Background: an optimization exercise with open tools, aiming at small area, a short achievable clock period and few clock cycles per item. Do not read the settings as production practice.
The RTL was checked by simulation tests, not by an equivalence proof against the original design.
Power and IR drop assume default switching activity.

--- flow/constraint.sdc ---
create_clock -name core_clock -period 4.5 [get_ports {clk_25}]
set_input_delay 0.9000 -clock core_clock [delete_from_list [all_inputs] [get_ports {clk_25}]]
set_output_delay 0.9000 -clock core_clock [all_outputs]
set_load 0.01 [all_outputs]
--- flow/design.v ---
module sprite_compositor_n #(
  parameter int N_SPRITES = 8,
  parameter int SPR_SIZE  = 16,
  parameter int COORD_W   = 10,
  parameter int PAL_DEPTH = 16,
  parameter int COLOR_W   = 8,
  parameter int SLOT_W    = (N_SPRITES > 1) ? $clog2(N_SPRITES) : 1,
  parameter int SEL_WP    = $clog2(SPR_SIZE + 1),
  parameter int PAL_WP    = (PAL_DEPTH > 1) ? $clog2(PAL_DEPTH) : 1,
  parameter int DATA_W    = ((2 * COORD_W + PAL_WP + 2) > SPR_SIZE) ? (2 * COORD_W + PAL_WP + 2) : SPR_SIZE
) (
  input  logic                 clk_25,
  input  logic                 n_reset,
  input  logic                 wr_en,
  input  logic [SLOT_W-1:0]    wr_slot,
  input  logic [SEL_WP-1:0]    wr_sel,
  input  logic [DATA_W-1:0]    wr_data,
  input  logic                 att_color,
  input  logic [PAL_WP-1:0]    pal_addr,
  input  logic [3*COLOR_W-1:0] data_color,
  input  logic                 coll_clr,
  input  logic                 pix_valid,
  input  logic [COORD_W-1:0]   row,
  input  logic [COORD_W-1:0]   column,
  input  logic [COLOR_W-1:0]   FIFO_Red,
  input  logic [COLOR_W-1:0]   FIFO_Green,
  input  logic [COLOR_W-1:0]   FIFO_Blue,
  output logic [COLOR_W-1:0]   VGA_R,
  output logic [COLOR_W-1:0]   VGA_G,
  output logic [COLOR_W-1:0]   VGA_B,
  output logic                 out_valid,
  output logic [N_SPRITES-1:0] collision
);
  localparam int N     = N_SPRITES;
  localparam int PAL_W = PAL_WP;
  localparam int RGB_W = 3 * COLOR_W;
  logic [N-1:0][15:0][15:0] bmp_q;      
  logic [N-1:0][9:0]        x_q, y_q;   
  logic [N-1:0][PAL_W-1:0]  pi_q;
  logic [N-1:0]             md_q;
  logic [N-1:0]             en_q;
  logic [PAL_DEPTH-1:0][RGB_W-1:0] pal_q;   
  logic [N-1:0]       slot_we, attr_we;
  logic [N-1:0][15:0] row_we;
  logic [PAL_DEPTH-1:0] pal_we;
  always_comb begin
    for (int s = 0; s < N; s++) begin
      slot_we[s] = wr_en && (wr_slot == SLOT_W'(s));
      attr_we[s] = slot_we[s] && (wr_sel == '0);
      for (int r = 0; r < 16; r++)
        row_we[s][r] = slot_we[s] && (wr_sel == SEL_WP'(r + 1));
    end
    for (int p = 0; p < PAL_DEPTH; p++)
      pal_we[p] = att_color && (pal_addr == PAL_W'(p));
  end
  always_ff @(posedge clk_25) begin
    for (int s = 0; s < N; s++) begin
      if (attr_we[s]) begin
        x_q[s]  <= wr_data[9:0];
        y_q[s]  <= wr_data[19:10];
        pi_q[s] <= wr_data[23:20];
        md_q[s] <= wr_data[25];
      end
    end
  end
  logic [15:0]      bmp_din;
  logic [RGB_W-1:0] pal_din;
  logic [N-1:0]     en_din;
  assign bmp_din = wr_data[15:0] & {16{n_reset}};
  assign pal_din = data_color & {RGB_W{n_reset}};
  assign en_din  = {N{wr_data[24] & n_reset}};
  always_ff @(posedge clk_25) begin
    for (int s = 0; s < N; s++) begin
      if (attr_we[s] || !n_reset) en_q[s] <= en_din[s];
      for (int r = 0; r < 16; r++)
        if (row_we[s][r] || !n_reset) bmp_q[s][r] <= bmp_din;
    end
    for (int p = 0; p < PAL_DEPTH; p++)
      if (pal_we[p] || !n_reset) pal_q[p] <= pal_din;
  end
  logic                v0_q, v1_q, v2_q, v3_q, v4_q, ov_q;
  logic [RGB_W-1:0]    bg0_q, bg1_q, bg2_q, bg3_q, bg4_q;
  logic [N-1:0][3:0]   col0_q;
  logic [3:0]          rlo0_q;
  logic [N-1:0]        in0_q;
  logic [N-1:0][15:0]  rb1_q;
  logic [N-1:0][3:0]   dy1_q;
  logic [N-1:0]        in1_q;
  logic [N-1:0]        hit2_q;
  logic [PAL_W-1:0]    pi3_q;
  logic                md3_q, any3_q;
  logic [RGB_W-1:0]    p4_q;
  logic                md4_q, any4_q;
  logic [N-1:0]        coll_q;
  logic [RGB_W-1:0]    rgb_q;
  logic [N-1:0][4:0] lox, loy;    
  logic [N-1:0]      inx, iny;
  logic [N-1:0][5:0] ax, bx, ay, by;
  logic [N-1:0]      in0_d;
  logic [N-1:0][3:0] col0_d;
  always_comb begin
    for (int s = 0; s < N; s++) begin
      lox[s] = {1'b0, column[3:0]} - {1'b0, x_q[s][3:0]};
      loy[s] = {1'b0, row[3:0]}    - {1'b0, y_q[s][3:0]};
      ax[s]  = column[9:4];
      bx[s]  = ~x_q[s][9:4];
      ay[s]  = row[9:4];
      by[s]  = ~y_q[s][9:4];
      inx[s] = ((ax[s] ^ bx[s] ^ {ax[s][4:0] | bx[s][4:0], ~lox[s][4]}) == '0) &&
               (ax[s][5] | bx[s][5]);
      iny[s] = ((ay[s] ^ by[s] ^ {ay[s][4:0] | by[s][4:0], ~loy[s][4]}) == '0) &&
               (ay[s][5] | by[s][5]);
      in0_d[s]  = en_q[s] & inx[s] & iny[s];
      col0_d[s] = ~lox[s][3:0];     
    end
  end
  logic [N-1:0][15:0] rb1_d;
  logic [N-1:0][3:0]  dy1_d;
  always_comb begin
    for (int s = 0; s < N; s++) begin
      for (int r = 0; r < 16; r++)
        rb1_d[s][r] = bmp_q[s][r][col0_q[s]];
      dy1_d[s] = rlo0_q - y_q[s][3:0];
    end
  end
  logic [N-1:0] hit2_d;
  always_comb begin
    for (int s = 0; s < N; s++)
      hit2_d[s] = in1_q[s] & rb1_q[s][dy1_q[s]];
  end
  logic [PAL_W-1:0] pi3_d;
  logic             md3_d, multi;
  always_comb begin
    pi3_d = '0; md3_d = 1'b0;
    for (int s = N - 1; s >= 0; s--)
      if (hit2_q[s]) begin
        pi3_d = pi_q[s];
        md3_d = md_q[s];
      end
  end
  assign multi = (hit2_q & (hit2_q - N'(1))) != '0;
  logic [RGB_W-1:0] p4_d;
  assign p4_d = pal_q[pi3_q];
  logic [RGB_W-1:0] rgb_d;
  logic [COLOR_W:0] sum_r, sum_g, sum_b;
  always_comb begin
    sum_r = {1'b0, p4_q[23:16]} + {1'b0, bg4_q[23:16]};
    sum_g = {1'b0, p4_q[15:8]}  + {1'b0, bg4_q[15:8]};
    sum_b = {1'b0, p4_q[7:0]}   + {1'b0, bg4_q[7:0]};
    if (!any4_q)     rgb_d = bg4_q;
    else if (!md4_q) rgb_d = p4_q;
    else             rgb_d = {sum_r[8:1], sum_g[8:1], sum_b[8:1]};
  end
  always_ff @(posedge clk_25) begin
    bg0_q <= {FIFO_Red, FIFO_Green, FIFO_Blue};
    col0_q <= col0_d; rlo0_q <= row[3:0]; in0_q <= in0_d;
    bg1_q <= bg0_q; rb1_q <= rb1_d; dy1_q <= dy1_d; in1_q <= in0_q;
    bg2_q <= bg1_q; hit2_q <= hit2_d;
    bg3_q <= bg2_q; pi3_q <= pi3_d; md3_q <= md3_d; any3_q <= |hit2_q;
    bg4_q <= bg3_q; p4_q <= p4_d; md4_q <= md3_q; any4_q <= any3_q;
    rgb_q <= rgb_d;
  end
  always_ff @(posedge clk_25 or negedge n_reset) begin
    if (!n_reset) begin
      v0_q <= 1'b0; v1_q <= 1'b0; v2_q <= 1'b0; v3_q <= 1'b0; v4_q <= 1'b0;
    end else begin
      v0_q <= pix_valid; v1_q <= v0_q; v2_q <= v1_q; v3_q <= v2_q; v4_q <= v3_q;
    end
  end
  always_ff @(posedge clk_25) begin
    if (!n_reset) begin
      ov_q <= 1'b0; coll_q <= '0;
    end else begin
      ov_q <= v4_q;
      if (coll_clr)           coll_q <= '0;
      else if (v2_q && multi) coll_q <= coll_q | hit2_q;
    end
  end
  assign VGA_R     = rgb_q[RGB_W-1 -: COLOR_W];
  assign VGA_G     = rgb_q[2*COLOR_W-1 -: COLOR_W];
  assign VGA_B     = rgb_q[COLOR_W-1:0];
  assign out_valid = ov_q;
  assign collision = coll_q;
endmodule
--- flow/config.mk ---
export PLATFORM = sky130hd
export DESIGN_NAME = sprite_compositor_n
export DESIGN_NICKNAME = sprite_compositor_n
export VERILOG_FILES = /design/flow/design.v
export SDC_FILE = /design/flow/constraint.sdc
export NUM_CORES = 4
export LEC_CHECK = 0
export CAP_MARGIN = 20
export CORE_MARGIN = 2
export CORE_UTILIZATION = 40
export SETUP_SLACK_MARGIN = 2.4
export SLEW_MARGIN = 20
--- flow/flow/run.sh ---
#!/bin/bash
# Standard layout, with clock tree synthesis told not to add dummy balancing loads
# and to cluster sinks into larger groups (fewer leaf buffers).
set -e
cp standard.sh standard_copy.log
export CTS_ARGS="-sink_clustering_enable -repair_clock_nets -dont_use_dummy_load -sink_clustering_size 25 -sink_clustering_max_diameter 60"
bash standard.sh > standard.log 2>&1
--- flow/standard.sh ---
#!/bin/bash
# synth_recipe.tcl (not shown) runs the flow's synth.tcl, then flattens the netlist and writes it again
# the make line also repeats each setting of config.mk as NAME=value (left out here)
make -C /OpenROAD-flow-scripts/flow DESIGN_CONFIG=/design/flow/config.mk WORK_HOME=/design/flow/orfs CLKGATE_MAP_FILE= SYNTH_SCRIPT=/design/flow/synth_recipe.tcl "${@:-finish}"
==> results of run 1 <==
==> cells in the final DEF, fill, tap and decap left out, types with 15 or more instances in the layout <==
master           synthesis  final
xor2_1                  68     68
clkdlybuf4s50_1          0     81
buf_4                   40    220
dfxtp_1                405    350
xnor2_1                 77     76
a21oi_1                 71     70
and2_1                  54     37
nand4_1                 15     15
dfxtp_4                  0     18
edfxtp_1              2640   2640
o21ai_4                  0    121
clkbuf_16                0    200
nor2_1                  44     32
nor2b_1                 23     18
nor3_1                  21     19
ha_1                   197    188
o21ai_0                169     23
o21ai_1                  0     15
nand2_1                 33     21
buf_6                    2     42
and2_4                   0     18
dlygate4sd2_1            0     16
buf_12                   0    182
inv_1                  112    105
dfxtp_2                  0     37
a21o_1                  30     30
mux4_2                 800    800
==> metal layers <==
metal / up-vias / routed length (microns)
li1: 22300 / -
met1: 29300 / 117000
met2: 1891 / 151000
met3: 412 / 17500
met4: 20 / 9260
met5: - / 125
==> synthesized netlist by cell type, types with 4 or more instances <==
cell type / n / area share (%)
nor4b_1: 8 / 0.061
clkbuf_1: 79 / 0.26
nand2_1: 33 / 0.11
nand3b_1: 10 / 0.065
mux2i_1: 9 / 0.079
nor2b_1: 23 / 0.13
buf_8: 4 / 0.052
a2111oi_0: 9 / 0.069
nor4_1: 17 / 0.093
buf_1: 58 / 0.19
fa_1: 19 / 0.33
inv_1: 112 / 0.37
nor2_1: 44 / 0.14
nand2b_1: 16 / 0.087
o21ai_0: 169 / 0.74
a21oi_1: 71 / 0.31
a221o_1: 5 / 0.044
or2_2: 4 / 0.022
a211o_1: 6 / 0.046
nor3_1: 21 / 0.092
ha_1: 197 / 2.2
a211oi_1: 5 / 0.033
nand4_1: 15 / 0.082
xnor2_1: 77 / 0.59
buf_2: 36 / 0.16
a31oi_1: 7 / 0.038
nand3_1: 23 / 0.10
a22o_1: 7 / 0.053
mux4_2: 800 / 16
xor2_1: 68 / 0.52
dfrtp_1: 5 / 0.11
a21o_1: 30 / 0.20
dfxtp_1: 405 / 7.1
buf_4: 40 / 0.26
edfxtp_1: 2640 / 69
and2_1: 54 / 0.29
==> timing repair <==
item,CTS,global route
setup endpoints to repair,3021,650
resized for setup,312,64
buffers inserted,237,18
endpoints found under the hold margin,2,0
gates cloned,10,4
hold buffers,1,0
pin swaps,104,8
==> per-stage QoR <==
step           instances  hold WS [ns]  setup slack (ns)
2_1_floorplan       5152         0.310              1.91
3_3_place_gp        9016         0.310             0.855
3_5_place_dp        9016         0.312             0.835
4_1_cts             9461         0.276              2.11
5_1_grt             9491         0.294              2.19
6_report            9493         0.279              2.26
==> report_power, final <==
group	switching, mW	internal [mW]	total (mW)
Clock	8.65	7.72	16.4
Sequential	0.735	33.1	33.9
Combinational	2.73	2.53	5.26
==> area by class of cell <==
| class | count | area, sq um |
|---|---|---|
| Multi-Input combinational cell | 1778 | 27800 |
| Tap cell | 3762 | 4710 |
| Inverter | 112 | 434 |
| Antenna cell | 10 | 25.0 |
| Fill cell | 23200 | 152000 |
| Sequential cell | 3050 | 87600 |
| Clock buffer | 197 | 4930 |
| Timing Repair Buffer | 584 | 7380 |
==> worst min-delay path by stage <==
stage	to	cells after the start	slack (ns)	start
finish	bg1_q[19]$_DFF_P_	0	0.28	bg0_q[19]$_DFF_P_
detailed placement	bg2_q[16]$_DFF_P_	0	0.31	bg1_q[16]$_DFF_P_
floorplan	any4_q$_DFF_P_	0	0.31	any3_q$_DFF_P_
global placement	bg4_q[16]$_DFF_P_	0	0.31	bg3_q[16]$_DFF_P_
CTS	bg1_q[19]$_DFF_P_	0	0.28	bg0_q[19]$_DFF_P_
global route	bg1_q[7]$_DFF_P_	0	0.29	bg0_q[7]$_DFF_P_
==> cell families (layout without fill, tap and decap cells) <==
| logic type | after synthesis | count (layout) | synth area share [%] |
|---|---|---|---|
| multiplexers | 812 | 812 | 15.8 |
| adder cells (fa/ha/maj) | 216 | 216 | 2.48 |
| AO/OA/AOI/OAI | 322 | 322 | 1.62 |
| flip-flops | 3050 | 3050 | 76.3 |
| buffers and inverters | 331 | 893 | 1.31 |
| AND/OR/NAND/NOR | 276 | 283 | 1.33 |
| XOR/XNOR | 145 | 145 | 1.11 |
| other | 0 | 10 | 0 |
==> flip-flops by register name, indices dropped and copies added, names as in the netlist, 32 cells and up <==
signal,cells
col0_q,32
x_q,80
dy1_q,32
pal_q,384
y_q,80
rb1_q,128
pi_q,32
bmp_q,2048
==> run notes, run 1 <==
Post-DP Area=124000 sq um; Final Total Pwr=roughly 56 mW; first-pass GRT wire length=414000 microns; crit-path leading delay family=flip-flops; CP Launch Type=register; WP data arrival=about 1.3 ns; die height=roughly 540 microns; reg2reg setup slack=between 2 and 2.5 ns; drt total wl=295000 microns; Clock Sinks=3050; Syn Area/Cell=22.3 sq um; DRT iter0 DRCs=6132; reg2reg start=pi3_q[0]$_DFF_P_; area delta synth->final=15.9%; Setup violations, final=0; Core Box Area=285000 sq um; Seq/Total Area, Yosys=76.3%; Final Util=46.6%; Worst Setup EP=VGA_B[0]; Post-Syn Instances=5152; Syn. warnings=1; Post-DRT Antenna Nets=0; crit path kind=register to output port; top achievable clock speed=approximately 450 MHz; root buffer selected by CTS=clkbuf_16; Critical Path RT=3.60 ns; fin crit share=about 50%; worst-path maximum fanout=1; initial antenna violation count=43; pwr dens=418 nW/um^2; port bufs=144; RSZ-0062 raised after global routing=yes; die area=291000 sq um; flops & latches, synth=3050; Post-synth EDFFs=approximately 2600; Post-DP HPWL=around 160000 microns; setup TNS=0 ns; CTS tree=built; Post-Syn Area=about 110000 sq um; clock slew seen by the registers of the worst setup and hold paths=0.08 ns; R2R Path End=p4_q[14]$_DFF_P_; CTS Buffer Depth=4; Syn Nets=5480; Max Slew Vio Count=0; met3 Track Usage GR=approximately 2.7%; DRT Pass-1 Iters=5; gpl congestion=0.852; layout cells sized above 1=a little under a third; shortest period the worst path allows=2.24 ns; WP depth=1; TritonCTS Buffers=~200; DR DRC count=0; vias in the first global route=55000; measured slew at the worst slew-check pin=0.922 ns; post-DR vias/cell=5.67; Max-Cap Viols=0; CTS HTree Levels=4; global route total overflow=0; met2 Use GR=34.7%; Reg2Reg Depth=4; Final #Nets=6051; initial core utilization=40.2%; status=timing/DRC/antenna clean; finished layout cell area=133000 sq um; Worst Hold Class=register to register; Static Leakage=about 44 nW; VDD IR max=roughly 0.31 mV; Worst-Skew Late Latency=0.91 ns; Final Hold Fails=0; grt peak-use layer=met2; Cell Rows=196; Post-synth ARST share=0.164%; clock skew=0.120 ns; die width=539 microns; slowest cell delay on critical path=0.37 ns; Slew headroom=38.4%; Crit-path slowest cell=dfxtp_2; number of I/O pins=roughly 150; CP cell instances=buf_6; Total Routing Usage GR=~20%; buffers and inverters on the worst path=1; crit path from=rgb_q[0]$_DFF_P_; largest net degree at the start of global routing=85; Crit. End Element=output port; GR Layer Usage met1=26.3%; Via Count=53900; drt wl/cell=31.1 microns; Yosys cell types=52; Synth Flop Type=edfxtp_1
Testbench counts, summed over its fixed seeds: cycles 33,536, pixels 32,768.
==> inputs of run 2 (changes only) <==
--- a/flow/config.mk
+++ b/flow/config.mk
@@ -10,3 +10,3 @@
 export CORE_UTILIZATION = 40
-export SETUP_SLACK_MARGIN = 2.4
+export SETUP_SLACK_MARGIN = 2.3
 export SLEW_MARGIN = 20
==> run notes, run 2 <==
Total Routing Usage GR=19.7%; measured slew at the worst slew-check pin=approximately 0.87 ns; most frequent cells in the layout=2640 x edfxtp_1, 800 x mux4_2, 351 x dfxtp_1; Static Leakage=43.7 nW; most common cell in the netlist=edfxtp_1; drt wl/cell=30.8 microns; Clock Sinks=about 3100; top flop regs=bmp_q (2048), pal_q (384), rb1_q (128); DRT iter0 DRCs=6049; Syn Area/Cell=~22 sq um; DRT Pass-1 Iters=5; fin crit share=49.5%; initial antenna violation count=41; reg2reg start=dy1_q[30]$_DFF_P_; Largest Register=bmp_q; shortest period the worst path allows=2.23 ns; vias in the first global route=54600; Via Count=54100; TritonCTS Buffers=200; R2R Path End=hit2_q[7]$_DFF_P_; Worst Hold Class=register to register; Post-Syn Instances=5152; Place WS=between 0.7 and 0.8 ns; top achievable clock speed=~450 MHz; Seq/Total Area, Yosys=between 70 and 80%; cell taking the most area after synthesis=edfxtp_1; Reg2Reg Depth=3; crit-path leading delay family=flip-flops; CTS Buffer Depth=4; pwr dens=~420 nW/um^2; CTS HTree Levels=4; max reg flops=2048; largest cells by area after synthesis=edfxtp_1 69%, mux4_2 16%, dfxtp_1 7.1%; area delta synth->final=14.7%; flops & latches, synth=between 3000 and 4000; Syn. warnings=1; clock slew seen by the registers of the worst setup and hold paths=0.09 ns; Synth top area share=between 60% and 70%; post-DR vias/cell=5.72; Post-DP HPWL=160000 microns; RSZ-0062 raised after global routing=yes; die area=291000 sq um; first-pass GRT wire length=412000 microns; largest net degree at the start of global routing=just under 70; Syn Nets=5480; number of I/O pins=145; Post-DRT Antenna Nets=0; Max Slew Vio Count=0; clock skew=~0.13 ns; Crit-path slowest cell=dfxtp_2; port bufs=144; DR DRC count=0; crit path kind=register to output port; die width=between 500 and 600 microns; gpl congestion=0.784; Cell Rows=196; global route total overflow=0; Hold Crit Depth=0; Max-Cap Viols=0; Fillers=23300; Yosys cell types=52; Crit. End Element=output port; status=timing/DRC/antenna clean; final worst setup slack=roughly 2.3 ns; Critical Path RT=around 3.6 ns; Post-Syn Area=115000 sq um; top post-synthesis cells by count=2640 x edfxtp_1, 800 x mux4_2, 405 x dfxtp_1; Post-synth EDFFs=2640; commonest non-fill, non-tap cell in the layout=edfxtp_1; CTS tree=built; CP cell instances=buf_6; die height=539 microns; Synth Flop Type=edfxtp_1; Worst-Skew Late Latency=0.94 ns; Final Hold Fails=0; Post-synth ARST share=0.164%; Setup violations, final=0; WP data arrival=1.33 ns; CP Launch Type=register; worst-path maximum fanout=1; setup TNS=0 ns; root buffer selected by CTS=clkbuf_16; reg2reg setup slack=around 2.3 ns; crit path from=rgb_q[0]$_DFF_P_; buffers and inverters on the worst path=1; initial core utilization=40.2%; Slew headroom=42.0%; Hold Path Sink=bg4_q[6]$_DFF_P_; HP Start=bg3_q[6]$_DFF_P_; layout cells sized above 1=30.1%; VDD IR max=approximately 0.34 mV; drt total wl=291000 microns; Core Box Area=285000 sq um; Final #Nets=6021; slowest cell delay on critical path=0.36 ns
==> run 2: layout make-up <==
type / instances / area, sq um / area share, %
Antenna cell: 8 / 20.0 / 0.0152
Clock buffer: 200 / 5000 / 3.81
Inverter: 112 / 459 / 0.349
Multi-Input combinational cell: 1783 / 27300 / 20.8
Sequential cell: 3050 / 87600 / 66.6
Tap cell: 3762 / 4710 / 3.58
Timing Repair Buffer: 546 / 6380 / 4.85
==> run 2: per-layer routing <==
| layer | wire [microns] | GRT usage, % | part of all wire (%) |
|---|---|---|---|
| met5 | 131 | 0 | 0.045 |
| met4 | 6780 | 4.24 | 2.3 |
| met3 | 19500 | 2.53 | 6.7 |
| met2 | 142000 | 32.5 | 49 |
| met1 | 123000 | 28.2 | 42 |
==> run 2: power breakdown <==
group | internal [mW] | total, mW | switching (mW)
combinational | 2.46 | 5.16 | 2.70
sequential | 33.1 | 33.9 | 0.758
clock | 7.84 | 16.5 | 8.71
==> run 2: cell families after synthesis <==
kind of cell	synth area share, %
AOI/OAI and AO/OA	1.62
buffers and inverters	1.31
muxes	15.8
and+or+nand+nor	1.33
DFF	76.3
adders and majority gates	2.48
xor gates and xnor gates	1.11
==> run 2: worst max-delay path by stage <==
stage	slack, ns	cells past startpoint	endpoint
2_1_floorplan	1.90	4	bmp_q[1216]$_DFFE_PP_
3_3_place_gp	0.86	5	bmp_q[1600]$_DFFE_PP_
3_5_place_dp	0.77	5	bmp_q[1604]$_DFFE_PP_
4_1_cts	2.05	7	bmp_q[972]$_DFFE_PP_
5_1_grt	2.23	1	VGA_B[0]
6_report	2.27	1	VGA_B[0]
==> run 2: stage by stage <==
stage | instance area (sq um) | hold WS [ns] | power [mW] | util (%) | cells
floorplan | 116000 | 0.310 | 37.3 | - | 5152
global placement | 123000 | 0.310 | 39.3 | 43.2 | 9066
detailed placement | 123000 | 0.312 | 39.5 | 43.2 | 9066
CTS | 131000 | 0.288 | 56.0 | 45.8 | 9408
global route | 131000 | 0.291 | 57.4 | 46.1 | 9459
finish | 131000 | 0.290 | 55.6 | 46.1 | 9461
==> run 2: repair_timing <==
| action | CTS | global route |
|---|---|---|
| setup endpoints to repair | 2265 | 1039 |
| hold buffers | 1 | 0 |
| pin swaps | 51 | 28 |
| gates cloned | 10 | 3 |
| gates resized for setup | 266 | 84 |
| buffers inserted | 131 | 42 |
| endpoints found under the hold margin | 3 | 0 |
==> inputs of run 3 (changes only) <==
==> flow/flow/run.sh (replaced) <==
#!/bin/bash
# Standard layout, with clock tree synthesis told not to add dummy balancing loads
# and to cluster sinks into larger groups (fewer leaf buffers).
set -e
cp standard.sh standard_copy.log
export CTS_ARGS="-sink_clustering_enable -repair_clock_nets -dont_use_dummy_load -sink_clustering_size 25 -sink_clustering_max_diameter 120"
bash standard.sh > standard.log 2>&1
--- a/flow/config.mk
+++ b/flow/config.mk
@@ -10,3 +10,3 @@
 export CORE_UTILIZATION = 40
-export SETUP_SLACK_MARGIN = 2.3
+export SETUP_SLACK_MARGIN = 2.4
 export SLEW_MARGIN = 20
==> run notes, run 3 <==
drt wl/cell=31.2 microns; reg2reg start=pi3_q[1]$_DFF_P_; Max-Cap Viols=0; Post-synth EDFFs=2640; Final #Nets=roughly 6000; clock slew seen by the registers of the worst setup and hold paths=0.10 ns; Reg2Reg Depth=3; Syn Area/Cell=22.3 sq um; Synth Area in XOR/XNOR=1.11%; CTS Buffer Depth=4; vias in the first global route=54500; top post-synthesis cells by count=2640 x edfxtp_1, 800 x mux4_2, 405 x dfxtp_1; sw frac=22.0%; global route total overflow=0; fin crit share=49.5%; largest family of logic cells by synthesized area=multiplexers; crit path from=rgb_q[2]$_DFF_P_; port bufs=144; R2R Path End=p4_q[14]$_DFF_P_; flops & latches, synth=between 3000 and 4000; reg2reg setup slack=2.44 ns; CTS tree=built; Crit. End Element=output port; Worst Hold Class=register to register; Cell Rows=196; multiplexer share of the synthesized area=15.8%; Static Leakage=43.4 nW; TritonCTS Buffers=150; drt total wl=294000 microns; buffers and inverters on the worst path=1; commonest non-fill, non-tap cell in the layout=edfxtp_1; CP Launch Type=register; cell taking the most area after synthesis=edfxtp_1; status=timing/DRC/antenna clean; Synth Area in Simple Gates=1.33%; max reg flops=roughly 2000; top flop regs=bmp_q (2048), pal_q (384), rb1_q (128); Syn Nets=5480; Largest Register=bmp_q; Final Util=46.0%; area delta synth->final=14.6%; die width=about 540 microns; WP data arrival=about 1.3 ns; Via Count=approximately 53000; first-pass GRT wire length=between 400000 and 500000 microns; Post-Syn Instances=5152; Seq/Total Area, Yosys=between 70% and 80%; Synth top area share=69.1%; clock share of power=between 20% and 30%; Hold Crit Depth=0; Final Hold Fails=0; clock skew=0.103 ns; measured slew at the worst slew-check pin=0.948 ns; Setup violations, final=0; crit-path leading delay family=flip-flops; Post-DRT Antenna Nets=0; largest net degree at the start of global routing=85; gpl congestion=0.852; root buffer selected by CTS=clkbuf_16; Max Slew Vio Count=0; crit path kind=register to output port; Total Routing Usage GR=19.9%; shortest period the worst path allows=between 2 and 2.5 ns; setup TNS=0 ns; most common cell in the netlist=edfxtp_1; initial antenna violation count=40; Final Total Pwr=about 53 mW; Logic pwr share=9.8%; WP depth=1; Post-synth ARST share=0.164%; initial core utilization=40.2%; most frequent cells in the layout=2640 x edfxtp_1, 800 x mux4_2, 350 x dfxtp_1; DRT Pass-1 Iters=5; Core Box Area=285000 sq um; Post-DP HPWL=162000 microns; Crit-path slowest cell=dfxtp_2; DRT iter0 DRCs=around 6000; Critical Path RT=3.60 ns; Worst Setup EP=VGA_B[2]; pwr dens=roughly 410 nW/um^2; VDD IR max=0.432 mV; Psw=11.8 mW; worst-path maximum fanout=1; post-DR vias/cell=5.66; number of I/O pins=145; Sequential Power Share=63.4%; post-synthesis adder-cell area fraction=2.48%; layout cells sized above 1=30.2%; die height=~540 microns; Internal=41.6 mW; RSZ-0062 raised after global routing=yes; CTS HTree Levels=4; slowest cell delay on critical path=between 0.3 and 0.4 ns; Synth Flop Type=edfxtp_1; Yosys cell types=52; largest cells by area after synthesis=edfxtp_1 69%, mux4_2 16%, dfxtp_1 7.1%; CP cell instances=buf_6; die area=291000 sq um; Clock Sinks=3050; Slew headroom=36.8%; Worst-Skew Late Latency=roughly 0.87 ns; Compound-Gate Fraction of Synth Area=between 1.5 and 2%; DR DRC count=0; Post-Syn Area=115000 sq um; top achievable clock speed=449 MHz; Syn. warnings=1
## run 3: cell counts after synthesis
No cell type changed its count.
## run 3: final cells by class
type	count	area, sq um
well taps	3762	4710
fillers	23400	154000
flip-flops and latches	3050	87600
multi-input cells	1778	27700
inverters	112	434
diodes	7	17.5
repair buffers	564	7060
clock buffers	150	3750
## run 3: power by group through the flow
stage,Sequential (mW),Clock (mW),Combinational (mW)
2_1_floorplan,34.1,0,3.22
5_1_grt,34.1,15.5,5.52
4_1_cts,33.9,14.7,5.29
3_3_place_gp,34.5,0,4.80
3_5_place_dp,34.6,0,4.84
6_report,33.9,14.3,5.24
## run 3: metrics by stage
| stage | hold WS, ns | setup slack [ns] | cells | area [sq um] |
|---|---|---|---|---|
| after global routing | 0.276 | 2.22 | 9423 | 131000 |
| final | 0.277 | 2.27 | 9423 | 131000 |
| after CTS | 0.283 | 2.16 | 9411 | 131000 |
| after detailed placement | 0.312 | 0.835 | 9016 | 124000 |
| after global placement | 0.310 | 0.855 | 9016 | 124000 |
| after floorplan | 0.310 | 1.91 | 5152 | 117000 |
## run 3: logic make-up after synthesis
group           count (synthesis)
buf+inv                       331
fa+ha+maj                     216
xor+xnor                      145
compound gates                322
flops                        3050
mux                           812
simple gates                  276
## run 3: worst min-delay path by stage
| stage | startpoint | endpoint | slack [ns] |
|---|---|---|---|
| after floorplan | any3_q$_DFF_P_ | any4_q$_DFF_P_ | 0.31 |
| after global placement | bg3_q[16]$_DFF_P_ | bg4_q[16]$_DFF_P_ | 0.31 |
| after detailed placement | bg1_q[16]$_DFF_P_ | bg2_q[16]$_DFF_P_ | 0.31 |
| after CTS | bg2_q[15]$_DFF_P_ | bg3_q[15]$_DFF_P_ | 0.28 |
| after global routing | bg2_q[15]$_DFF_P_ | bg3_q[15]$_DFF_P_ | 0.28 |
| final | bg2_q[15]$_DFF_P_ | bg3_q[15]$_DFF_P_ | 0.28 |
## run 3: per-layer routing
layer	GRT usage, %	vias to the layer above	part of all wire [%]	wire, microns
met1	26.3	29100	40	119000
met5	0	-	0.037	108
li1	-	22100	-	-
met3	2.35	353	5.3	15500
met4	5.45	16	2.8	8240
met2	34.8	1770	52	152000
## run 3: what timing repair did
| item | in CTS | in global routing |
|---|---|---|
| hold buffers | 1 | 0 |
| endpoints found under the hold margin | 2 | 0 |
| endpoints found under the setup margin | 3119 | 1114 |
| setup buffers | 236 | 2 |
| resized for setup | 307 | 49 |
| pin swaps | 104 | 0 |
| cloned | 8 | 3 |
==> inputs of run 4 (changes only) <==
--- a/flow/config.mk
+++ b/flow/config.mk
@@ -7,2 +7,3 @@
 export LEC_CHECK = 0
+export ABC_AREA = 1
 export CAP_MARGIN = 20
==> run notes, run 4 <==
status=timing/DRC/antenna clean; Max-Cap Viols=0; Place WS=0.572 ns; drt wl/cell=roughly 25 microns; measured slew at the worst slew-check pin=between 1 and 1.5 ns; WP data arrival=1.36 ns; top post-synthesis cells by count=2640 x edfxtp_1, 1901 x nor2_1, 1523 x o21ai_0; Core Box Area=296000 sq um; clock skew=between 0.08 and 0.09 ns; global route total overflow=0; drt total wl=between 300000 and 400000 microns; DRT iter0 DRCs=8374; slowest cell delay on critical path=0.37 ns; Post-DP HPWL=178000 microns; DR DRC count=0; Crit. End Element=output port; HP Start=bg0_q[20]$_DFF_P_; area of the multi-input gates=29700 sq um; Synth top area share=66.8%; clock slew seen by the registers of the worst setup and hold paths=0.10 ns; Seq/Total Area, Yosys=between 70% and 80%; Clock Sinks=between 3000 and 4000; CTS HTree Levels=4; vias in the first global route=71600; Slew headroom=23.3%; flops & latches, synth=3050; top achievable clock speed=442 MHz; area delta synth->final=13.0%; reg2reg start=pi3_q[3]$_DFF_P_; worst-path maximum fanout=2; Post-Syn Instances=9161; Static Leakage=around 46 nW; root buffer selected by CTS=clkbuf_16; crit path kind=register to output port; Critical Path RT=3.60 ns; crit-path leading delay family=flip-flops; cell taking the most area after synthesis=edfxtp_1; crit path from=coll_q[7]$_SDFFE_PP0P_; Synth Flop Type=edfxtp_1; Yosys cell types=35; largest cells by area after synthesis=edfxtp_1 67%, dfxtp_1 6.8%, o21ai_0 6.4%; commonest non-fill, non-tap cell in the layout=edfxtp_1; initial core utilization=40.1%; Setup violations, final=0; Worst-Skew Late Latency=between 0.8 and 0.9 ns; RSZ-0062 raised after global routing=yes; fin crit share=50.3%; die height=549 microns; Max Slew Vio Count=0; reg2reg setup slack=approximately 2.4 ns; post-DR vias/cell=5.60; gpl congestion=~0.86; port bufs=144; first-pass GRT wire length=slightly below 500000 microns; register area=87600 sq um; Crit-path slowest cell=dfxtp_4; pwr dens=398 nW/um^2; die area=about 300000 sq um; most common cell in the netlist=edfxtp_1; final worst setup slack=2.24 ns; buffers and inverters on the worst path=1; setup TNS=0 ns; Post-Syn Area=119000 sq um; TritonCTS Buffers=148; Post-DRT Antenna Nets=0; layout cells sized above 1=10.1%; number of I/O pins=145; most frequent cells in the layout=2640 x edfxtp_1, 1884 x nor2_1, 1375 x o21ai_0; shortest period the worst path allows=~2.3 ns; Cell Rows=200; Final Hold Fails=0; CTS tree=built; Syn Nets=9489; Via Count=74700; VDD IR max=approximately 0.39 mV; top flop regs=bmp_q (2048), pal_q (384), rb1_q (128); CP Launch Type=register; Final #Nets=9690; die width=549 microns; Post-synth EDFFs=2640; Largest Register=bmp_q; Total Routing Usage GR=21.6%; CTS Buffer Depth=4; Fillers=around 26000; max reg flops=2048; Syn Area/Cell=13.0 sq um; DRT Pass-1 Iters=6; CP cell instances=buf_6; Post-synth ARST share=0.164%; initial antenna violation count=39; Worst Hold Class=register to register; largest net degree at the start of global routing=~130; Syn. warnings=1
run 4: cell count changes in the layout (fill, tap and decap cells not counted), sizes merged, moves of 99 or more:
cell,before,now
nand3,23,246
nand2,33,398
mux4,800,0
o21ai,169,1597
nor2,44,1902
o221ai,1,100
o211ai,0,541
run 4: power breakdown:
part | switching [mW] | total, mW | internal, mW
clock | 8.34 | 14.3 | 5.92
sequential | 0.765 | 33.9 | 33.1
combinational | 3.63 | 5.35 | 1.72
total | 12.7 | 53.5 | 40.7
run 4: path summary, 6_finish.rpt:
path                                endpoint  cells past startpoint
max in group asynchronous     v3_q$_DFF_PN0_                      2
min                        bg1_q[20]$_DFF_P_                      0
min reg2reg                bg1_q[20]$_DFF_P_                      0
min in group asynchronous     v1_q$_DFF_PN0_                      2
max reg2reg                 p4_q[18]$_DFF_P_                      5
max                             collision[7]                      1
run 4: kinds of logic (layout without fill, tap and decap cells):
logic type,count (synthesis),in the layout,share of synthesized area (%)
and+or+nand+nor,2594,2594,8.57
buffers and inverters,787,985,2.77
xor gates and xnor gates,128,128,0.944
adders and majority gates,216,216,2.40
other,0,27,0
DFF,3050,3050,73.7
AOI/OAI and AO/OA,2386,2387,11.6
run 4: routing by layer:
metal	global-route usage (%)	up-vias	routed length (microns)	part of all wire [%]
met3	2.53	495	24100	7.2
li1	-	33600	-	-
met2	35.5	2937	160000	48
met4	8.76	4	13500	4.0
met1	29.3	37600	138000	41
met5	0	-	21	0.0062
run 4: final cells by class:
cell class	count	area share (%)
Antenna cell	27	0.0504
Clock buffer	148	2.76
Inverter	241	0.842
Multi-Input combinational cell	5325	22.1
Sequential cell	3050	65.3
Tap cell	3939	3.67
Timing Repair Buffer	592	5.21
Timing Repair inverter	4	0.0214
run 4: timing repair:
action	CTS	global route
endpoints found under the hold margin	0	0
hold buffers	0	0
endpoints found under the setup margin	3717	1128
gates cloned	6	2
setup buffers	179	26
pin swaps	87	5
gates resized for setup	328	64
run 4: through the flow:
| step | total power, mW | util (%) | cell area [sq um] | instances | hold slack, ns |
|---|---|---|---|---|---|
| 5_1_grt | 55.3 | 45.3 | 134000 | 13300 | 0.320 |
| 6_report | 53.5 | 45.3 | 134000 | 13300 | 0.326 |
| 2_1_floorplan | 37.3 | - | 121000 | 9161 | 0.310 |
| 4_1_cts | 53.6 | 45.1 | 134000 | 13300 | 0.324 |
| 3_3_place_gp | 39.3 | 42.8 | 127000 | 12900 | 0.312 |
| 3_5_place_dp | 39.4 | 42.8 | 127000 | 12900 | 0.312 |
==> inputs of run 5 (changes only) <==
--- a/flow/config.mk
+++ b/flow/config.mk
@@ -7,3 +7,2 @@
 export LEC_CHECK = 0
-export ABC_AREA = 1
 export CAP_MARGIN = 20
@@ -13 +12,2 @@
 export SLEW_MARGIN = 20
+export TNS_END_PERCENT = 10
==> run notes, run 5 <==
status=timing/DRC/antenna clean; top flop regs=bmp_q (2048), pal_q (384), rb1_q (128); top post-synthesis cells by count=2640 x edfxtp_1, 800 x mux4_2, 405 x dfxtp_1; Post-DRT Antenna Nets=0; Max Slew Vio Count=0; finished layout cell area=129000 sq um; die area=291000 sq um; RSZ-0062 raised after global routing=yes; setup TNS=0 ns; Final Non-Filler Cells=9414; shortest period the worst path allows=2.35 ns; Sequential Power Share=between 60 and 70%; initial antenna violation count=25; vias in the first global route=around 54000; Critical Path RT=5.04 ns; Slew headroom=about a third; Syn Area/Cell=22.3 sq um; layout cells sized above 1=between 20 and 30%; Post-synth EDFFs=2640; gpl congestion=0.804; largest net degree at the start of global routing=96; Post-DP HPWL=about 160000 microns; max reg flops=2048; Yosys cell types=between 50 and 60; largest cells by area after synthesis=edfxtp_1 69%, mux4_2 16%, dfxtp_1 7.1%; Syn Nets=5480; Worst-Skew Late Latency=~0.83 ns; root buffer selected by CTS=clkbuf_16; WP data arrival=2.89 ns; flops & latches, synth=between 3000 and 4000; Synth Flop Type=edfxtp_1; Final Total Pwr=53.0 mW; most common cell in the netlist=edfxtp_1; pwr dens=410 nW/um^2; Max-Cap Viols=0; clock skew=about 0.11 ns; Syn. warnings=1; Fillers=23600; cell taking the most area after synthesis=edfxtp_1; Post-Syn Area=115000 sq um; DRT iter0 DRCs=6336; Synth top area share=69.1%; measured slew at the worst slew-check pin=1.00 ns; Crit. End Element=register; TritonCTS Buffers=between 100 and 150; CTS tree=built; DR DRC count=0; top achievable clock speed=426 MHz; Logic pwr share=9.6%; Final #Nets=5974; dpl cells=a little over 9000; Internal=between 40 and 50 mW; VDD IR max=roughly 0.27 mV; CP cell instances=dlygate4sd2_1, nor2b_2, nand2_2, buf_4, o21ai_1, buf_4; Total Routing Usage GR=between 15 and 20%; post-DR vias/cell=5.72; slowest cell delay on critical path=0.48 ns; Setup violations, final=0; Clock Sinks=3050; CTS Buffer Depth=4; buffers and inverters on the worst path=3; Largest Register=bmp_q; DRT Pass-1 Iters=6; area of the multi-input gates=26900 sq um; clock share of power=26.6%; crit-path leading delay family=buffers and inverters; commonest non-fill, non-tap cell in the layout=edfxtp_1; Final Util=~45%; most frequent cells in the layout=2640 x edfxtp_1, 800 x mux4_2, 373 x dfxtp_1; CP dominant cell by count=buf_4; area delta synth->final=12.9%; Final Hold Fails=0; fin crit share=52.2%; global route total overflow=0; Seq/Total Area, Yosys=76.3%; worst-path maximum fanout=16; die width=approximately 540 microns; clock slew seen by the registers of the worst setup and hold paths=0.09 ns; register area=87600 sq um; Worst Hold Class=primary input to asynchronous set/reset pin; drt wl/cell=a little over 30 microns; Post-synth ARST share=0.164%; die height=between 500 and 600 microns; Psw=around 12 mW; CP Launch Type=primary input; number of I/O pins=145; drt total wl=291000 microns; crit path kind=primary input to register; Cell Rows=between 150 and 200; Post-DP Area=123000 sq um; Post-Syn Instances=just over 5000; sw frac=between 20% and 30%; CTS HTree Levels=4; first-pass GRT wire length=~410000 microns; initial core utilization=40.2%; Via Count=53900; port bufs=between 100 and 150; Crit-path slowest cell=dlygate4sd2_1; Core Box Area=285000 sq um; Static Leakage=roughly 43 nW
run 5: cell count changes after synthesis, sizes merged, moves of 99 or more:
cell,previous run,this run
nor2,1902,44
o21ai,1596,169
mux4,0,800
o211ai,541,0
nand2,398,33
clkbuf,324,79
nand3,246,23
inv,237,112
o221ai,100,1
run 5: power by group through the flow:
stage	Clock, mW	Sequential, mW	Combinational [mW]
finish	14.1	33.9	5.07
global route	15.3	34.1	5.34
CTS	14.4	33.9	4.99
detailed placement	0	34.6	4.80
global placement	0	34.5	4.75
floorplan	0	34.1	3.13
run 5: kinds of logic (layout without fill, tap and decap cells):
family	after synthesis	count (layout)	synth area share, %
buffers and inverters	331	820	1.31
AO/OA/AOI/OAI	322	322	1.62
other	0	8	0
adder cells (fa/ha/maj)	216	216	2.48
AND/OR/NAND/NOR	276	279	1.33
flip-flops	3050	3050	76.3
multiplexers	812	812	15.8
XOR/XNOR	145	145	1.11
run 5: layout make-up:
| type | count | share of cell area (%) |
|---|---|---|
| Sequential cell | 3050 | 67.7 |
| Inverter | 112 | 0.361 |
| Clock buffer | 145 | 2.80 |
| Antenna cell | 8 | 0.0155 |
| Timing Repair Buffer | 563 | 4.73 |
| Tap cell | 3762 | 3.64 |
| Multi-Input combinational cell | 1774 | 20.8 |
run 5: path summary, 6_finish.rpt:
kind	from	endpoint	slack, ns	cells after the start
max	wr_sel[3]	bmp_q[1694]$_DFFE_PP_	2.15	6
max in group asynchronous	n_reset	v0_q$_DFF_PN0_	3.67	2
min	n_reset	v3_q$_DFF_PN0_	0.07	1
max reg2reg	dy1_q[24]$_DFF_P_	hit2_q[6]$_DFF_P_	2.22	3
min in group core_clock	bg1_q[8]$_DFF_P_	bg2_q[8]$_DFF_P_	0.32	0
min reg2reg	bg1_q[8]$_DFF_P_	bg2_q[8]$_DFF_P_	0.32	0
run 5: repair_timing:
action | 4_1_cts | 5_1_grt
resized for setup | 254 | 90
setup endpoints to repair | 3015 | 2439
hold buffers | 0 | 0
gates cloned | 3 | 6
setup buffers | 83 | 88
pin swaps | 47 | 29
run 5: layer usage:
layer | vias to the layer above | global-route usage (%) | wire length (microns)
met3 | 299 | 2.40 | 20000
li1 | 22100 | - | -
met2 | 2021 | 31.7 | 141000
met1 | 29500 | 28.4 | 124000
met4 | 8 | 4.30 | 6630
met5 | - | 0 | 54
run 5: through the flow:
| step | hold slack, ns | setup WS, ns |
|---|---|---|
| 6_report | 0.0692 | 2.15 |
| 5_1_grt | 0.0726 | 2.18 |
| 4_1_cts | 0.0251 | 2.16 |
| 3_5_place_dp | 0.312 | 0.539 |
| 3_3_place_gp | 0.311 | 0.290 |
| 2_1_floorplan | 0.310 | 1.89 |
==> inputs of run 6 (changes only) <==
--- a/flow/config.mk
+++ b/flow/config.mk
@@ -10,4 +10,3 @@
 export CORE_UTILIZATION = 40
-export SETUP_SLACK_MARGIN = 2.4
+export SETUP_SLACK_MARGIN = 2.5
 export SLEW_MARGIN = 20
-export TNS_END_PERCENT = 10
==> run notes, run 6 <==
Post-DRT Antenna Nets=0; clock skew=0.0833 ns; vias in the first global route=around 55000; Synth Area in XOR/XNOR=1.11%; Final #Nets=6100; layout cells sized above 1=approximately a third; CTS Buffer Depth=3; clock slew seen by the registers of the worst setup and hold paths=~0.09 ns; Largest Register=bmp_q; port bufs=144; Post-DP HPWL=165000 microns; Final Hold Fails=0; Syn. warnings=1; Crit. End Element=output port; Syn Nets=5480; Clock Sinks=3050; Seq/Total Area, Yosys=76.3%; RSZ-0062 raised after global routing=yes; Via Count=approximately 55000; largest family of logic cells by synthesized area=multiplexers; dpl cells=9031; drt wl/cell=31.7 microns; worst-path maximum fanout=2; slowest cell delay on critical path=0.37 ns; DRT Pass-1 Iters=5; Final Non-Filler Cells=between 9000 and 10000; top achievable clock speed=approximately 450 MHz; area delta synth->final=16.1%; Max-Cap Viols=0; Crit-path slowest cell=dfxtp_4; CP Launch Type=register; Yosys cell types=52; Logic pwr share=between 10% and 20%; initial core utilization=around two fifths; measured slew at the worst slew-check pin=0.897 ns; Core Box Area=285000 sq um; buffers and inverters on the worst path=1; CP cell instances=buf_6; post-synthesis adder-cell area fraction=about 2.5%; most common cell in the netlist=edfxtp_1; Synth top area share=around 70%; sw frac=22.2%; gpl congestion=0.797; top post-synthesis cells by count=2640 x edfxtp_1, 800 x mux4_2, 405 x dfxtp_1; Synth Area in Simple Gates=under 10%; Max Slew Vio Count=0; multiplexer share of the synthesized area=between 10% and 20%; crit path kind=register to output port; Compound-Gate Fraction of Synth Area=1.62%; Cell Rows=196; WP data arrival=1.30 ns; die width=539 microns; flops & latches, synth=slightly above 3000; Worst-Skew Late Latency=0.84 ns; register area=87600 sq um; Internal=41.4 mW; crit-path leading delay family=flip-flops; Total Routing Usage GR=between 20% and 30%; DRT iter0 DRCs=5917; largest cells by area after synthesis=edfxtp_1 69%, mux4_2 16%, dfxtp_1 7.1%; VDD IR max=0.251 mV; area of the multi-input gates=28200 sq um; CTS HTree Levels=4; pwr dens=between 300 and 400 nW/um^2; Post-Syn Area=115000 sq um; Syn Area/Cell=22.3 sq um; Sequential Power Share=63.7%; initial antenna violation count=30; Critical Path RT=3.60 ns; root buffer selected by CTS=clkbuf_16; commonest non-fill, non-tap cell in the layout=edfxtp_1; Psw=roughly 12 mW; global route total overflow=0; setup TNS=0 ns; number of I/O pins=145; CTS tree=built; drt total wl=303000 microns; Post-synth ARST share=0.164%; Post-Syn Instances=5152; most frequent cells in the layout=2640 x edfxtp_1, 800 x mux4_2, 346 x dfxtp_1; status=timing/DRC/antenna clean; shortest period the worst path allows=2.20 ns; first-pass GRT wire length=between 400000 and 500000 microns; Setup violations, final=0; clock share of power=25.9%; cell taking the most area after synthesis=edfxtp_1; max reg flops=2048; die area=291000 sq um; TritonCTS Buffers=140; Static Leakage=roughly 44 nW; Worst Hold Class=register to register; DR DRC count=0; die height=539 microns; largest net degree at the start of global routing=76; Synth Flop Type=edfxtp_1; fin crit share=48.9%; Fillers=23200; Post-synth EDFFs=roughly 2600; post-DR vias/cell=5.71; top flop regs=bmp_q (2048), pal_q (384), rb1_q (128); Slew headroom=between 40% and 50%
run 6: through the flow:
stage          power [mW]  util (%)  setup WS (ns)  instance area (sq um)  hold slack [ns]
4_1_cts              53.5      46.4           2.23                 132000            0.298
3_5_place_dp         39.5      43.3          0.728                 124000            0.312
2_1_floorplan        37.3         -           1.91                 117000            0.310
3_3_place_gp         39.4      43.3          0.784                 124000            0.311
6_report             53.2      46.7           2.30                 133000            0.294
5_1_grt              54.9      46.7           2.23                 133000            0.305
run 6: kinds of logic (layout without fill, tap and decap cells):
kind of cell | after synthesis | in the layout
other | 0 | 15
buffers and inverters | 331 | 934
DFF | 3050 | 3050
and+or+nand+nor | 276 | 291
AOI/OAI and AO/OA | 322 | 322
adders and majority gates | 216 | 216
muxes | 812 | 812
xor gates and xnor gates | 145 | 145
run 6: timing repair:
action                                  in CTS  in global routing
hold buffers                                 1                  0
endpoints found under the setup margin    4664                951
pin swaps                                  134                 29
gates resized for setup                    482                 85
buffers inserted                           289                 37
gates cloned                                26                  8
hold endpoints to repair                     4                  0
run 6: power by group through the flow:
stage,registers [mW],clock network (mW),logic [mW]
4_1_cts,33.9,14.1,5.47
6_report,33.9,13.8,5.49
3_5_place_dp,34.6,0,4.89
3_3_place_gp,34.5,0,4.85
5_1_grt,34.1,15.0,5.76
2_1_floorplan,34.1,0,3.23
run 6: area by class of cell:
type / count / share of cell area, %
diodes: 15 / 0.0282
clock buffers: 140 / 2.63
inverters: 112 / 0.353
multi-input cells: 1786 / 21.2
flip-flops and latches: 3050 / 65.9
well taps: 3762 / 3.54
repair buffers: 682 / 6.42
run 6: per-layer routing:
metal / part of all wire, % / routed length (microns) / vias up / track usage (%)
met5: 0.034 / 104 / - / 0
met4: 2.3 / 7100 / 16 / 4.67
met2: 51 / 154000 / 1950 / 35.3
met1: 41 / 124000 / 29900 / 28.1
met3: 6.1 / 18400 / 304 / 2.80
li1: - / - / 22400 / -
run 6: worst paths after layout:
kind	from	endpoint	slack, ns	cells past startpoint
max	coll_q[6]$_SDFFE_PP0P_	collision[6]	2.30	1
min	bg3_q[10]$_DFF_P_	bg4_q[10]$_DFF_P_	0.29	0
max reg2reg	pi3_q[0]$_DFF_P_	p4_q[11]$_DFF_P_	2.42	5
min reg2reg	bg3_q[10]$_DFF_P_	bg4_q[10]$_DFF_P_	0.29	0
max in group asynchronous	n_reset	v1_q$_DFF_PN0_	3.52	2
min in group asynchronous	n_reset	v0_q$_DFF_PN0_	0.41	2
==> inputs of run 7 (changes only) <==
--- a/flow/config.mk
+++ b/flow/config.mk
@@ -12 +12,2 @@
 export SLEW_MARGIN = 20
+export TNS_END_PERCENT = 3
==> run notes, run 7 <==
DRT iter0 DRCs=6294; clock share of power=26.6%; Slew headroom=36.7%; Yosys cell types=52; Syn Nets=approximately 5500; Post-DRT Antenna Nets=0; CP Launch Type=primary input; drt total wl=290000 microns; Syn Area/Cell=roughly 22 sq um; largest cells by area after synthesis=edfxtp_1 69%, mux4_2 16%, dfxtp_1 7.1%; clock skew=0.107 ns; Setup violations, final=0; Max Slew Vio Count=0; flops & latches, synth=slightly above 3000; Worst Hold Class=register to register; most frequent cells in the layout=2640 x edfxtp_1, 800 x mux4_2, 363 x dfxtp_1; CTS Buffer Depth=4; sw frac=22.1%; Max-Cap Viols=0; multiplexer share of the synthesized area=15.8%; RSZ-0062 raised after global routing=yes; top achievable clock speed=~440 MHz; WP data arrival=2.84 ns; Clock Sinks=approximately 3100; pwr dens=409 nW/um^2; Post-DP HPWL=161000 microns; slowest cell delay on critical path=0.80 ns; setup TNS=0 ns; DR DRC count=0; Crit. End Element=register; Critical Path RT=5.09 ns; worst-path maximum fanout=between 50 and 60; VDD IR max=0.351 mV; Final Hold Fails=0; DRT Pass-1 Iters=6; crit-path leading delay family=buffers and inverters; Total Routing Usage GR=19.5%; area delta synth->final=13.0%; top post-synthesis cells by count=2640 x edfxtp_1, 800 x mux4_2, 405 x dfxtp_1; cell taking the most area after synthesis=edfxtp_1; Post-Syn Area=115000 sq um; die width=~540 microns; Largest Register=bmp_q; Worst-Skew Late Latency=~0.9 ns; Crit-path slowest cell=clkdlybuf4s50_1; Logic pwr share=9.5%; Core Box Area=285000 sq um; initial core utilization=40.2%; layout cells sized above 1=28.7%; Syn. warnings=1; crit path kind=primary input to register; first-pass GRT wire length=406000 microns; Seq/Total Area, Yosys=76.3%; Synth top area share=between 60 and 70%; fin crit share=between 50% and 60%; root buffer selected by CTS=clkbuf_16; CP cell instances=clkdlybuf4s50_1, and2_4, buf_12; Final #Nets=a little under 6000; gpl congestion=0.819; Cell Rows=196; measured slew at the worst slew-check pin=0.949 ns; initial antenna violation count=37; post-synthesis adder-cell area fraction=2.48%; post-DR vias/cell=5.69; max reg flops=2048; shortest period the worst path allows=2.25 ns; port bufs=between 100 and 150; Synth Area in Simple Gates=1.33%; Via Count=between 50000 and 60000; number of I/O pins=145; most common cell in the netlist=edfxtp_1; Post-synth ARST share=0.164%; global route total overflow=0; Synth Area in XOR/XNOR=around 1.1%; Sequential Power Share=a little under two thirds; Static Leakage=42.9 nW; Internal=41.3 mW; Compound-Gate Fraction of Synth Area=around 1.6%; largest family of logic cells by synthesized area=multiplexers; top flop regs=bmp_q (2048), pal_q (384), rb1_q (128); Synth Flop Type=edfxtp_1; TritonCTS Buffers=144; Post-synth EDFFs=2640; die height=approximately 540 microns; die area=291000 sq um; commonest non-fill, non-tap cell in the layout=edfxtp_1; drt wl/cell=30.8 microns; Post-Syn Instances=5152; Psw=11.7 mW; vias in the first global route=54400; CTS tree=built; buffers and inverters on the worst path=2; clock slew seen by the registers of the worst setup and hold paths=about 0.10 ns; Fillers=23500; CTS HTree Levels=4; hold_ws=0.309 ns; largest net degree at the start of global routing=66; status=timing/DRC/antenna clean
==> run 7: worst paths after layout <==
path	from	end	slack [ns]	depth (start not counted)
max in group asynchronous	n_reset	v4_q$_DFF_PN0_	3.41	2
hold / removal	bg3_q[15]$_DFF_P_	bg4_q[15]$_DFF_P_	0.31	0
setup / recovery	wr_data[15]	bmp_q[191]$_DFFE_PP_	2.25	3
hold reg to reg	bg3_q[15]$_DFF_P_	bg4_q[15]$_DFF_P_	0.31	0
min in group asynchronous	n_reset	v1_q$_DFF_PN0_	0.69	2
setup reg to reg	dy1_q[26]$_DFF_P_	hit2_q[6]$_DFF_P_	2.25	3
==> run 7: kinds of logic (layout without fill, tap and decap cells) <==
group                      Yosys count  count (layout)
xor gates and xnor gates           145             145
muxes                              812             812
other                                0              12
DFF                               3050            3050
adders and majority gates          216             216
buffers and inverters              331             814
and+or+nand+nor                    276             280
AOI/OAI and AO/OA                  322             322
==> run 7: cell type report <==
class / count / area (sq um) / share of cell area, %
tap: 3762 / 4710 / 3.63
multi-input combinational: 1775 / 26900 / 20.8
clock buffer: 144 / 3600 / 2.78
inverter: 112 / 473 / 0.365
antenna: 12 / 30.0 / 0.0232
timing repair buffer: 558 / 6280 / 4.84
sequential: 3050 / 87600 / 67.6
==> run 7: per-layer routing <==
metal | vias up | wire length, microns | track usage [%]
met2 | 1964 | 140000 | 32.2
met5 | - | 56 | 0
met3 | 312 | 20500 | 2.71
met1 | 29200 | 122000 | 27.6
met4 | 8 | 7220 | 4.33
li1 | 22100 | - | -
==> run 7: what timing repair did <==
item | in CTS | in global routing
setup buffers | 92 | 75
pin swaps | 45 | 30
setup endpoints to repair | 3418 | 3618
cloned | 3 | 4
hold endpoints to repair | 0 | 0
gates resized for setup | 277 | 85
hold buffers | 0 | 0
==> run 7: per-stage QoR <==
stage	std cells	util, %	setup slack [ns]	total power [mW]	instance area, sq um
5_1_grt	9407	45.4	2.23	54.7	130000
6_report	9413	45.4	2.25	53.0	130000
3_3_place_gp	9083	43.1	0.621	39.2	123000
3_5_place_dp	9083	43.1	0.673	39.4	123000
2_1_floorplan	5152	-	1.89	37.3	115000
4_1_cts	9322	45.0	2.18	53.3	128000
==> run 7: power by group through the flow <==
| stage | combinational (mW) | clock [mW] | sequential [mW] |
|---|---|---|---|
| 6_report | 5.04 | 14.1 | 33.9 |
| 5_1_grt | 5.31 | 15.3 | 34.1 |
| 4_1_cts | 4.95 | 14.4 | 33.9 |
| 3_5_place_dp | 4.74 | 0 | 34.6 |
| 3_3_place_gp | 4.70 | 0 | 34.5 |
| 2_1_floorplan | 3.13 | 0 | 34.1 |
==> inputs of run 8 (changes only) <==
--- a/flow/config.mk
+++ b/flow/config.mk
@@ -10,4 +10,4 @@
 export CORE_UTILIZATION = 40
-export SETUP_SLACK_MARGIN = 2.5
+export PLACE_DENSITY = 0.7
+export SETUP_SLACK_MARGIN = 2.4
 export SLEW_MARGIN = 20
-export TNS_END_PERCENT = 3
==> run notes, run 8 <==
Fillers=~23000; largest net degree at the start of global routing=87; Syn. warnings=1; vias in the first global route=roughly 55000; CTS HTree Levels=4; dpl cells=9014; slowest cell delay on critical path=approximately 0.5 ns; largest cells by area after synthesis=edfxtp_1 69%, mux4_2 16%, dfxtp_1 7.1%; root buffer selected by CTS=clkbuf_16; CP cell instances=buf_6; Critical Path RT=3.60 ns; Final Util=46.0%; Slew headroom=36.8%; Largest Register=bmp_q; sw frac=22.0%; Post-synth ARST share=0.164%; Logic pwr share=9.8%; Worst Hold Class=register to register; Reg2Reg Depth=4; status=timing/DRC/antenna clean; gpl congestion=around 0.8; DRT Pass-1 Iters=5; Internal=41.6 mW; met3 Track Usage GR=2.82%; CTS Buffer Depth=4; Cell Rows=196; die area=291000 sq um; port bufs=144; Via Count=54100; clock skew=0.110 ns; CP Launch Type=register; Max Slew Vio Count=0; Final Non-Filler Cells=9429; initial core utilization=40.2%; Hold Path Sink=bg2_q[5]$_DFF_P_; final worst setup slack=2.11 ns; commonest non-fill, non-tap cell in the layout=edfxtp_1; cell taking the most area after synthesis=edfxtp_1; Psw=11.7 mW; hold bufs inserted after CTS=0; CTS tree=built; met2 Use GR=around 32%; top achievable clock speed=419 MHz; worst-path maximum fanout=2; Static Leakage=about 43 nW; initial antenna violation count=30; top post-synthesis cells by count=2640 x edfxtp_1, 800 x mux4_2, 405 x dfxtp_1; Crit. End Element=output port; grt peak-use layer=met2; Post-DRT Antenna Nets=0; global route total overflow=0; R2R Path End=dy1_q[2]$_DFF_P_; post-DR vias/cell=~5.7; DRT iter0 DRCs=6841; WP data arrival=1.49 ns; area delta synth->final=14.4%; pwr dens=406 nW/um^2; most common cell in the netlist=edfxtp_1; Hold Crit Depth=0; drt total wl=284000 microns; layout cells sized above 1=30.6%; Final #Nets=5986; HP Start=bg1_q[5]$_DFF_P_; first-pass GRT wire length=between 400000 and 500000 microns; crit-path leading delay family=flip-flops; Synth Flop Type=edfxtp_1; Final Hold Fails=0; VDD IR max=about 0.33 mV; Max-Cap Viols=0; Crit-path slowest cell=dfxtp_4; Place WS=0.717 ns; Post-Syn Area=115000 sq um; Syn Nets=5480; Sequential Power Share=about 64%; hold_ws=0.282 ns; number of I/O pins=approximately 150; clock slew seen by the registers of the worst setup and hold paths=0.10 ns; Total Routing Usage GR=19.2%; clock share of power=26.5%; RSZ-0062 raised after global routing=yes; Seq/Total Area, Yosys=76.3%; GR Layer Usage met1=25.7%; WP depth=1; Syn Area/Cell=22.3 sq um; Setup violations, final=0; fin crit share=between 50 and 60%; measured slew at the worst slew-check pin=0.948 ns; TritonCTS Buffers=148; Post-Syn Instances=around 5200; setup TNS=0 ns; die height=539 microns; flops & latches, synth=3050; DR DRC count=0; most frequent cells in the layout=2640 x edfxtp_1, 800 x mux4_2, 353 x dfxtp_1; Yosys cell types=52; Post-DP HPWL=around 160000 microns; Clock Sinks=just over 3000; Core Box Area=285000 sq um; drt wl/cell=30.1 microns; Post-synth EDFFs=2640; max reg flops=2048; crit path kind=register to output port; Worst-Skew Late Latency=0.87 ns; buffers and inverters on the worst path=1; shortest period the worst path allows=2.39 ns; reg2reg start=rlo0_q[1]$_DFF_P_; die width=539 microns; reg2reg setup slack=roughly 2.4 ns; Synth top area share=69.1%; top flop regs=bmp_q (2048), pal_q (384), rb1_q (128)
[run 8: cell counts after synthesis]
No cell type changed its count.
[run 8: final cells by class]
cell class	count	area, sq um	share of cell area (%)
inverter	112	477	0.364
timing repair buffer	566	6710	5.12
multi-input combinational	1780	27900	21.3
antenna	11	27.5	0.0210
tap	3762	4710	3.59
sequential	3050	87600	66.8
clock buffer	148	3700	2.82
[run 8: how the worst max path moves through the flow]
stage / startpoint / slack, ns / end
global route: coll_q[5]$_SDFFE_PP0P_ / 2.08 / collision[5]
floorplan: wr_sel[4] / 1.91 / bmp_q[1936]$_DFFE_PP_
global placement: wr_sel[0] / 0.79 / bmp_q[1024]$_DFFE_PP_
detailed placement: wr_sel[0] / 0.72 / bmp_q[1037]$_DFFE_PP_
CTS: coll_q[5]$_SDFFE_PP0P_ / 2.04 / collision[5]
finish: coll_q[4]$_SDFFE_PP0P_ / 2.11 / collision[4]
[run 8: logic make-up (layout without fill, tap and decap cells)]
group / after synthesis / after routing / share of synthesized area, %
xor+xnor: 145 / 145 / 1.11
buf+inv: 331 / 826 / 1.31
compound gates: 322 / 322 / 1.62
mux: 812 / 812 / 15.8
other cells: 0 / 11 / 0
flops: 3050 / 3050 / 76.3
simple gates: 276 / 285 / 1.33
fa+ha+maj: 216 / 216 / 2.48
[run 8: power groups by stage]
stage	sequential [mW]	combinational, mW	clock (mW)
after detailed placement	34.7	4.72	0
final	33.9	5.20	14.1
after CTS	34.0	5.12	14.4
after floorplan	34.1	3.22	0
after global placement	34.5	4.65	0
after global routing	34.1	5.45	15.3
[run 8: metrics by stage]
stage | power (mW) | cell area (sq um)
final | 53.3 | 131000
after detailed placement | 39.4 | 123000
after global routing | 54.8 | 131000
after global placement | 39.2 | 123000
after floorplan | 37.3 | 117000
after CTS | 53.4 | 130000
[run 8: timing repair]
| item | in CTS | in global routing |
|---|---|---|
| cloned | 8 | 2 |
| endpoints found under the setup margin | 3010 | 635 |
| pin swaps | 87 | 25 |
| setup buffers | 204 | 42 |
| gates resized for setup | 284 | 79 |
[run 8: routing by layer]
layer	vias to the layer above	part of all wire, %
li1	22100	-
met1	29000	39
met2	2543	50
met3	402	7.9
met4	8	3.2
met5	-	0.017

static timing again, ports no longer ideal:
In the flow no input, the clock included, has a driving cell. The finished layouts below were timed again as built, in two steps.
Step 1, drivers: a clkbuf_16 drives clk_25 and a buf_2 each remaining input, both assumed.
Step 2, shift: input delay + t, output delay - t, t = (earliest + latest rising clock arrival at the registers) / 2. This alone moves slack from input paths to output paths.
Three values: no drivers, after step 1, after step 2; two values: the first two.
run | t, ns | setup WS [ns] | hold slack, ns
run 1 | 0.934 | 2.261 / 2.162 / 1.393 | 0.279 / 0.279 / 0.279
run 2 | 0.959 | 2.271 / 2.173 / 1.309 | 0.290 / 0.290 / 0.290
run 3 | 0.917 | 2.272 / 2.181 / 1.422 | 0.277 / 0.277 / 0.277
run 4 | 0.942 | 2.239 / 2.137 / 1.400 | 0.326 / 0.326 / 0.326
run 5 | 0.897 | 2.152 / 2.097 / 1.200 | 0.069 / 0.030 / 0.320
run 6 | 0.879 | 2.299 / 2.202 / 1.472 | 0.294 / 0.294 / 0.294
run 7 | 0.928 | 2.247 / 2.186 / 1.257 | 0.309 / 0.309 / 0.309
run 8 | 0.905 | 2.113 / 2.013 / 1.442 | 0.282 / 0.282 / 0.282
After both steps every run listed still meets setup and hold. The setup slack of run 7, which loses most, moves by -0.061 ns with the drivers and by -0.990 ns with both steps.
